What follows belongs to an exercise in optimizing a design on an open flow for small area, a short achievable clock period and few clock cycles per item; a production flow would make more cautious choices. In this exercise RTL edits were held to simulation tests only and were not proved equivalent to the original. Power is estimated from default activity; no workload was simulated.

==> flow/design.v <==
package sbr_pkg;
	localparam int WINDOW  = 64;
	localparam int IW      = $clog2(WINDOW);
	localparam int POS_W   = 32;
	localparam int BYTE_W  = 8;
	localparam int SPACE_W = 7;
endpackage
import sbr_pkg::*;
module stream_byte_reassembler_core (
	input  logic               clk,
	input  logic               arst_n,
	input  logic               req_valid,
	output logic               req_stall,
	input  logic               kind,
	input  logic [POS_W-1:0]   stream_index,
	input  logic [BYTE_W-1:0]  data_byte,
	input  logic               ends_stream,
	input  logic [SPACE_W-1:0] downstream_space,
	output logic               rsp_valid,
	input  logic               rsp_stall,
	output logic               out_valid,
	output logic [BYTE_W-1:0]  out_byte,
	output logic               last_of_run,
	output logic [SPACE_W-1:0] pending_count,
	output logic               stream_closed
);
	function automatic logic [IW-1:0] pe64(input logic [WINDOW-1:0] x);
		logic [WINDOW-1:0]      v;
		logic [WINDOW*IW-1:0]   ix;
		logic [WINDOW-1:0]      nv;
		logic [WINDOW*IW-1:0]   nix;
		begin
			v  = x;
			ix = '0;
			for (int l = 0; l < IW; l++) begin
				nv  = '0;
				nix = '0;
				for (int i = 0; i < (WINDOW >> (l + 1)); i++) begin
					nv[i] = v[2*i] | v[2*i+1];
					for (int b = 0; b < IW; b++) begin
						if (b < l)
							nix[i*IW+b] = v[2*i] ? ix[(2*i)*IW+b] : ix[(2*i+1)*IW+b];
						else if (b == l)
							nix[i*IW+b] = !v[2*i];
					end
				end
				v  = nv;
				ix = nix;
			end
			pe64 = ix[IW-1:0];
		end
	endfunction
	logic              qv_q;
	logic [IW-1:0]     qplo_q;
	logic [SPACE_W-1:0] qd_q;
	logic              qsmall_q;
	logic [BYTE_W-1:0] qbyte_q;
	logic [SPACE_W-1:0] qroom_q;
	logic [POS_W-1:0]  next_q;
	logic [WINDOW-1:0] rel_q;
	logic [BYTE_W-1:0] ring_q [WINDOW];
	logic [POS_W-1:0]  end_q;
	logic              end_known_q;
	logic              blk_q;       
	logic              em_q;
	logic              r1v_q, r1d_q, r1l_q, r1f_q, r1nm_q, r1pcl_q;
	logic [BYTE_W-1:0] r1b_q;
	logic [IW-1:0]     r1rk_q;
	logic [SPACE_W-1:0] r1er_q;
	logic              r2v_q, r2d_q, r2l_q, r2f_q, r2nm_q, r2pcl_q;
	logic [BYTE_W-1:0] r2b_q;
	logic [IW-1:0]     r2k_q;
	logic [SPACE_W-1:0] r2er_q;
	logic              ov_q;
	logic              od_q;
	logic [BYTE_W-1:0] ob_q;
	logic              ol_q;
	logic [SPACE_W-1:0] op_q;
	logic              oc_q;
	logic              o_free, r2_move, r2_free, r1_move, r1_free;
	logic              do_proc, do_emit, take, adv;
	assign o_free    = !ov_q || !rsp_stall;
	assign r2_move   = r2v_q && o_free;
	assign r2_free   = !r2v_q || o_free;
	assign r1_move   = r1v_q && r2_free;
	assign r1_free   = !r1v_q || r2_free;
	assign do_emit   = em_q && r1_free;
	assign do_proc   = qv_q && !em_q && !blk_q && r1_free;
	assign take      = req_valid && !req_stall;
	logic              sta_q, stb_q;
	logic              qv_n, em_n, blk_n, r1v_n, r2v_n, ov_n;
	assign req_stall = sta_q || (stb_q && rsp_stall);
	logic [IW-1:0]     h, d6;
	logic              closed, in_range, in_win, st0, nm;
	logic              z0, z1, nonempty, last0, last_e;
	logic [WINDOW-1:0] ddec, setv;
	logic [SPACE_W-1:0] room1;
	logic [BYTE_W-1:0] rd_byte;
	assign h      = next_q[IW-1:0];
	assign d6     = qd_q[IW-1:0];
	assign closed = oc_q;
	assign in_range = qsmall_q && !qd_q[IW];
	assign in_win   = !closed && in_range && (qd_q < qroom_q);
	assign st0      = in_win && (d6 == '0);
	assign nm       = in_win && !rel_q[d6];
	assign room1    = qroom_q - SPACE_W'(1);
	always_comb begin
		for (int i = 0; i < WINDOW; i++) begin
			ddec[i] = (d6 == IW'(i));
		end
	end
	assign setv = ddec & {WINDOW{in_win}};
	assign z0       = !(rel_q[0] || (in_range && (d6 == IW'(0)))) || (qroom_q == '0);
	assign z1       = !(rel_q[1] || (in_range && (d6 == IW'(1)))) || (qroom_q == SPACE_W'(1));
	assign nonempty = !closed && !z0;
	assign last0    = closed || z0 || z1;
	assign last_e   = (r1rk_q == IW'(1)) || !rel_q[1];
	logic [SPACE_W-1:0] er;
	logic               er_small;
	logic [POS_W-SPACE_W-1:0] nh, nh1;
	assign nh       = next_q[POS_W-1:SPACE_W];
	assign nh1      = nh + 1'b1;
	assign er       = end_q[SPACE_W-1:0] - next_q[SPACE_W-1:0];
	assign er_small = (end_q[SPACE_W-1:0] < next_q[SPACE_W-1:0]) ? (end_q[POS_W-1:SPACE_W] == nh1)
	                                                           : (end_q[POS_W-1:SPACE_W] == nh);
	assign rd_byte = ring_q[h];
	assign adv     = (do_proc && nonempty) || do_emit;
	logic [WINDOW-1:0] kdec, kz;
	always_comb begin
		for (int i = 0; i < WINDOW; i++) begin
			kdec[i] = (r1rk_q == IW'(i));
		end
	end
	assign kz = ~rel_q | kdec;
	logic [SPACE_W-1:0] kfull, pa_new;
	logic               cl_new;
	assign kfull  = {1'b0, r2k_q} + SPACE_W'(r2d_q);
	assign pa_new = op_q + SPACE_W'(r2nm_q) - kfull;
	assign cl_new = oc_q || (r2pcl_q && (r2er_q == kfull));
	logic [SPACE_W-1:0]  lo, dn;
	logic                eqa, eqb, sn;
	assign lo  = stream_index[SPACE_W-1:0] - next_q[SPACE_W-1:0];
	assign eqa = (stream_index[POS_W-1:SPACE_W] == nh);
	assign eqb = (stream_index[POS_W-1:SPACE_W] == nh1);
	always_comb begin
		sn = (stream_index[SPACE_W-1:0] >= next_q[SPACE_W-1:0]) ? eqa : eqb;
		dn = lo;
		if (adv) begin
			dn = lo - SPACE_W'(1);
			sn = (sn && (lo != '0)) || (eqb && (lo == '0));
		end
	end
	always_comb begin
		qv_n  = take ? 1'b1 : do_proc ? 1'b0 : qv_q;
		em_n  = do_proc ? !last0 : do_emit ? !last_e : em_q;
		blk_n = do_proc ? (!closed && end_known_q && er_small)
		                : (r2_move && r2f_q && r2pcl_q) ? 1'b0 : blk_q;
		r1v_n = (do_proc || do_emit) ? 1'b1 : r1_move ? 1'b0 : r1v_q;
		r2v_n = r1_move ? 1'b1 : r2_move ? 1'b0 : r2v_q;
		ov_n  = r2_move ? 1'b1 : !rsp_stall ? 1'b0 : ov_q;
	end
	always_ff @(posedge clk or negedge arst_n) begin
		if (!arst_n) begin
			qv_q        <= 1'b0;
			next_q      <= '0;
			rel_q       <= '0;
			end_known_q <= 1'b0;
			blk_q       <= 1'b0;
			em_q        <= 1'b0;
			r1v_q       <= 1'b0;
			r2v_q       <= 1'b0;
			ov_q        <= 1'b0;
			sta_q       <= 1'b0;
			stb_q       <= 1'b0;
			op_q        <= '0;
			oc_q        <= 1'b0;
		end else begin
			qv_q  <= qv_n;
			em_q  <= em_n;
			blk_q <= blk_n;
			r1v_q <= r1v_n;
			r2v_q <= r2v_n;
			ov_q  <= ov_n;
			sta_q <= qv_n && (em_n || blk_n);
			stb_q <= qv_n && r1v_n && r2v_n && ov_n;
			if (take && ends_stream) begin
				end_known_q <= 1'b1;
			end
			if (adv) begin
				next_q <= next_q + POS_W'(1);
			end
			if (do_proc) begin
				if (nonempty) begin
					rel_q <= (rel_q | setv) >> 1;
				end else begin
					rel_q <= rel_q | setv;
				end
			end else if (do_emit) begin
				rel_q <= rel_q >> 1;
			end
			if (r2_move && r2f_q) begin
				op_q <= pa_new;
				oc_q <= cl_new;
			end
		end
	end
	always_ff @(posedge clk) begin
		if (qv_q && !em_q && in_win) ring_q[qplo_q] <= qbyte_q;
	end
	always_ff @(posedge clk) begin
		if (take) begin
			qplo_q   <= stream_index[IW-1:0];
			qd_q     <= dn;
			qsmall_q <= sn && !kind;
			qbyte_q  <= data_byte;
			qroom_q  <= (downstream_space > SPACE_W'(WINDOW)) ? SPACE_W'(WINDOW) : downstream_space;
			if (ends_stream) end_q <= stream_index + POS_W'(!kind);
		end else if (adv) begin
			qd_q <= qd_q - SPACE_W'(1);
			if (qd_q == '0) qsmall_q <= 1'b0;
		end
		if (do_proc) begin
			r1d_q   <= nonempty;
			r1b_q   <= !nonempty ? '0 : st0 ? qbyte_q : rd_byte;
			r1l_q   <= last0;
			r1f_q   <= 1'b1;
			r1nm_q  <= nm;
			r1pcl_q <= !closed && end_known_q && er_small;
			r1er_q  <= er;
			r1rk_q  <= room1[IW-1:0];
		end else if (do_emit) begin
			r1rk_q  <= r1rk_q - IW'(1);
			r1d_q   <= 1'b1;
			r1b_q   <= rd_byte;
			r1l_q   <= last_e;
			r1f_q   <= 1'b0;
		end
		if (r1_move) begin
			r2d_q   <= r1d_q;
			r2b_q   <= r1b_q;
			r2l_q   <= r1l_q;
			r2f_q   <= r1f_q;
			r2nm_q  <= r1nm_q;
			r2pcl_q <= r1pcl_q;
			r2er_q  <= r1er_q;
			r2k_q   <= r1d_q ? pe64(kz) : '0;
		end
		if (r2_move) begin
			od_q <= r2d_q;
			ob_q <= r2b_q;
			ol_q <= r2l_q;
		end
	end
	assign rsp_valid     = ov_q;
	assign out_valid     = od_q;
	assign out_byte      = ob_q;
	assign last_of_run   = ol_q;
	assign pending_count = op_q;
	assign stream_closed = oc_q;
endmodule
export LEC_CHECK = 0
export CAP_MARGIN = 20
export CORE_MARGIN = 2
export CORE_UTILIZATION = 40
export CTS_BUF_LIST = sky130_fd_sc_hd__clkbuf_4 sky130_fd_sc_hd__clkbuf_8 sky130_fd_sc_hd__clkbuf_16
export CTS_CLUSTER_DIAMETER = 60
export CTS_CLUSTER_SIZE = 18
export SETUP_SLACK_MARGIN = 3.0
export SLEW_MARGIN = 20
create_clock -name core_clock -period 6.0 [get_ports {clk}]
run.sh (not shown) runs the stock make flow with config.mk's settings and CLKGATE_MAP_FILE= SYNTH_SCRIPT=/design/flow/synth_recipe.tcl, a recipe that flattens the netlist after the stock synthesis.
The first run passed the timing, design-rule and antenna checks.
Testbench counts at the start, summed over its fixed seeds: cycles 14,740, items 9,629.
Edit:
--- a/flow/design.v
+++ b/flow/design.v
@@ -51,6 +51,7 @@
 		end
 	endfunction
 	logic              qv_q;
+	logic              qkind_q;
 	logic [IW-1:0]     qplo_q;
 	logic [SPACE_W-1:0] qd_q;
 	logic              qsmall_q;
@@ -63,11 +64,12 @@
 	logic              end_known_q;
 	logic              blk_q;       
 	logic              em_q;
-	logic              r1v_q, r1d_q, r1l_q, r1f_q, r1nm_q, r1pcl_q;
+	logic [SPACE_W-1:0] ra_q;
+	logic              r1v_q, r1d_q, r1l_q, r1f_q, r1nm_q, r1s_q, r1pcl_q;
 	logic [BYTE_W-1:0] r1b_q;
 	logic [IW-1:0]     r1rk_q;
 	logic [SPACE_W-1:0] r1er_q;
-	logic              r2v_q, r2d_q, r2l_q, r2f_q, r2nm_q, r2pcl_q;
+	logic              r2v_q, r2d_q, r2l_q, r2f_q, r2nm_q, r2s_q, r2pcl_q;
 	logic [BYTE_W-1:0] r2b_q;
 	logic [IW-1:0]     r2k_q;
 	logic [SPACE_W-1:0] r2er_q;
@@ -99,7 +101,7 @@
 	assign h      = next_q[IW-1:0];
 	assign d6     = qd_q[IW-1:0];
 	assign closed = oc_q;
-	assign in_range = qsmall_q && !qd_q[IW];
+	assign in_range = !qkind_q && qsmall_q && !qd_q[IW];
 	assign in_win   = !closed && in_range && (qd_q < qroom_q);
 	assign st0      = in_win && (d6 == '0);
 	assign nm       = in_win && !rel_q[d6];
@@ -114,7 +116,7 @@
 	assign z1       = !(rel_q[1] || (in_range && (d6 == IW'(1)))) || (qroom_q == SPACE_W'(1));
 	assign nonempty = !closed && !z0;
 	assign last0    = closed || z0 || z1;
-	assign last_e   = (r1rk_q == IW'(1)) || !rel_q[1];
+	assign last_e   = (ra_q == SPACE_W'(1)) || !rel_q[1];
 	logic [SPACE_W-1:0] er;
 	logic               er_small;
 	logic [POS_W-SPACE_W-1:0] nh, nh1;
@@ -134,7 +136,7 @@
 	assign kz = ~rel_q | kdec;
 	logic [SPACE_W-1:0] kfull, pa_new;
 	logic               cl_new;
-	assign kfull  = {1'b0, r2k_q} + SPACE_W'(r2d_q);
+	assign kfull  = {1'b0, r2k_q} + SPACE_W'(r2s_q);
 	assign pa_new = op_q + SPACE_W'(r2nm_q) - kfull;
 	assign cl_new = oc_q || (r2pcl_q && (r2er_q == kfull));
 	logic [SPACE_W-1:0]  lo, dn;
@@ -209,9 +211,10 @@
 	end
 	always_ff @(posedge clk) begin
 		if (take) begin
+			qkind_q  <= kind;
 			qplo_q   <= stream_index[IW-1:0];
 			qd_q     <= dn;
-			qsmall_q <= sn && !kind;
+			qsmall_q <= sn;
 			qbyte_q  <= data_byte;
 			qroom_q  <= (downstream_space > SPACE_W'(WINDOW)) ? SPACE_W'(WINDOW) : downstream_space;
 			if (ends_stream) end_q <= stream_index + POS_W'(!kind);
@@ -220,16 +223,18 @@
 			if (qd_q == '0) qsmall_q <= 1'b0;
 		end
 		if (do_proc) begin
+			ra_q    <= room1;
 			r1d_q   <= nonempty;
 			r1b_q   <= !nonempty ? '0 : st0 ? qbyte_q : rd_byte;
 			r1l_q   <= last0;
 			r1f_q   <= 1'b1;
 			r1nm_q  <= nm;
+			r1s_q   <= nonempty;
 			r1pcl_q <= !closed && end_known_q && er_small;
 			r1er_q  <= er;
 			r1rk_q  <= room1[IW-1:0];
 		end else if (do_emit) begin
-			r1rk_q  <= r1rk_q - IW'(1);
+			ra_q    <= ra_q - SPACE_W'(1);
 			r1d_q   <= 1'b1;
 			r1b_q   <= rd_byte;
 			r1l_q   <= last_e;
@@ -241,9 +246,10 @@
 			r2l_q   <= r1l_q;
 			r2f_q   <= r1f_q;
 			r2nm_q  <= r1nm_q;
+			r2s_q   <= r1s_q;
 			r2pcl_q <= r1pcl_q;
 			r2er_q  <= r1er_q;
-			r2k_q   <= r1d_q ? pe64(kz) : '0;
+			r2k_q   <= r1s_q ? pe64(kz) : '0;
 		end
 		if (r2_move) begin
 			od_q <= r2d_q;
The new run ran to the end with no violations. Cell count drops by 1.5%. Cell area drops by 1.2%. Synthesized area drops by 0.69%. Hold slack is worse by 0.021 ns. Non-clock buffer count drops by 37. Die area drops by about 0.7%. Setup slack is better by 0.054 ns. Sequential share of layout area climbs by 1.3 points. Core utilization drops by 0.35 points. Clock power climbs by about 17%. Power drops by about 50%.
Testbench counts after the change, summed over its fixed seeds: cycles 14,740, items 9,629.

re-timing with driven ports:
How much do the figures lean on ideal ports? The routed layouts below were timed once more, with nothing changed but the port constraints. Step 1: set_driving_cell puts a clkbuf_16 on clk and a buf_2 on each other input, an assumption about the parent block. Step 2 also shifts input and output timing later by t, the mid clock arrival at the registers, as if the neighbouring blocks saw the same clock. a / b / c = no drivers / after step 1 / after step 2; a / b = the first two.
run | t, ns | slack for setup (ns) | hold slack, ns | cell pins on the clock port's net
the first run | 0.708 | 2.920 / 2.920 / 2.312 | 0.426 / 0.426 / 0.426 | 1
the second run | 0.703 | 2.974 / 2.974 / 2.360 | 0.405 / 0.405 / 0.405 | 1
After both steps every run listed still meets setup and hold. For the second run, which loses most, drivers alone change the setup slack by 0.000 ns; drivers and shift together by -0.614 ns.
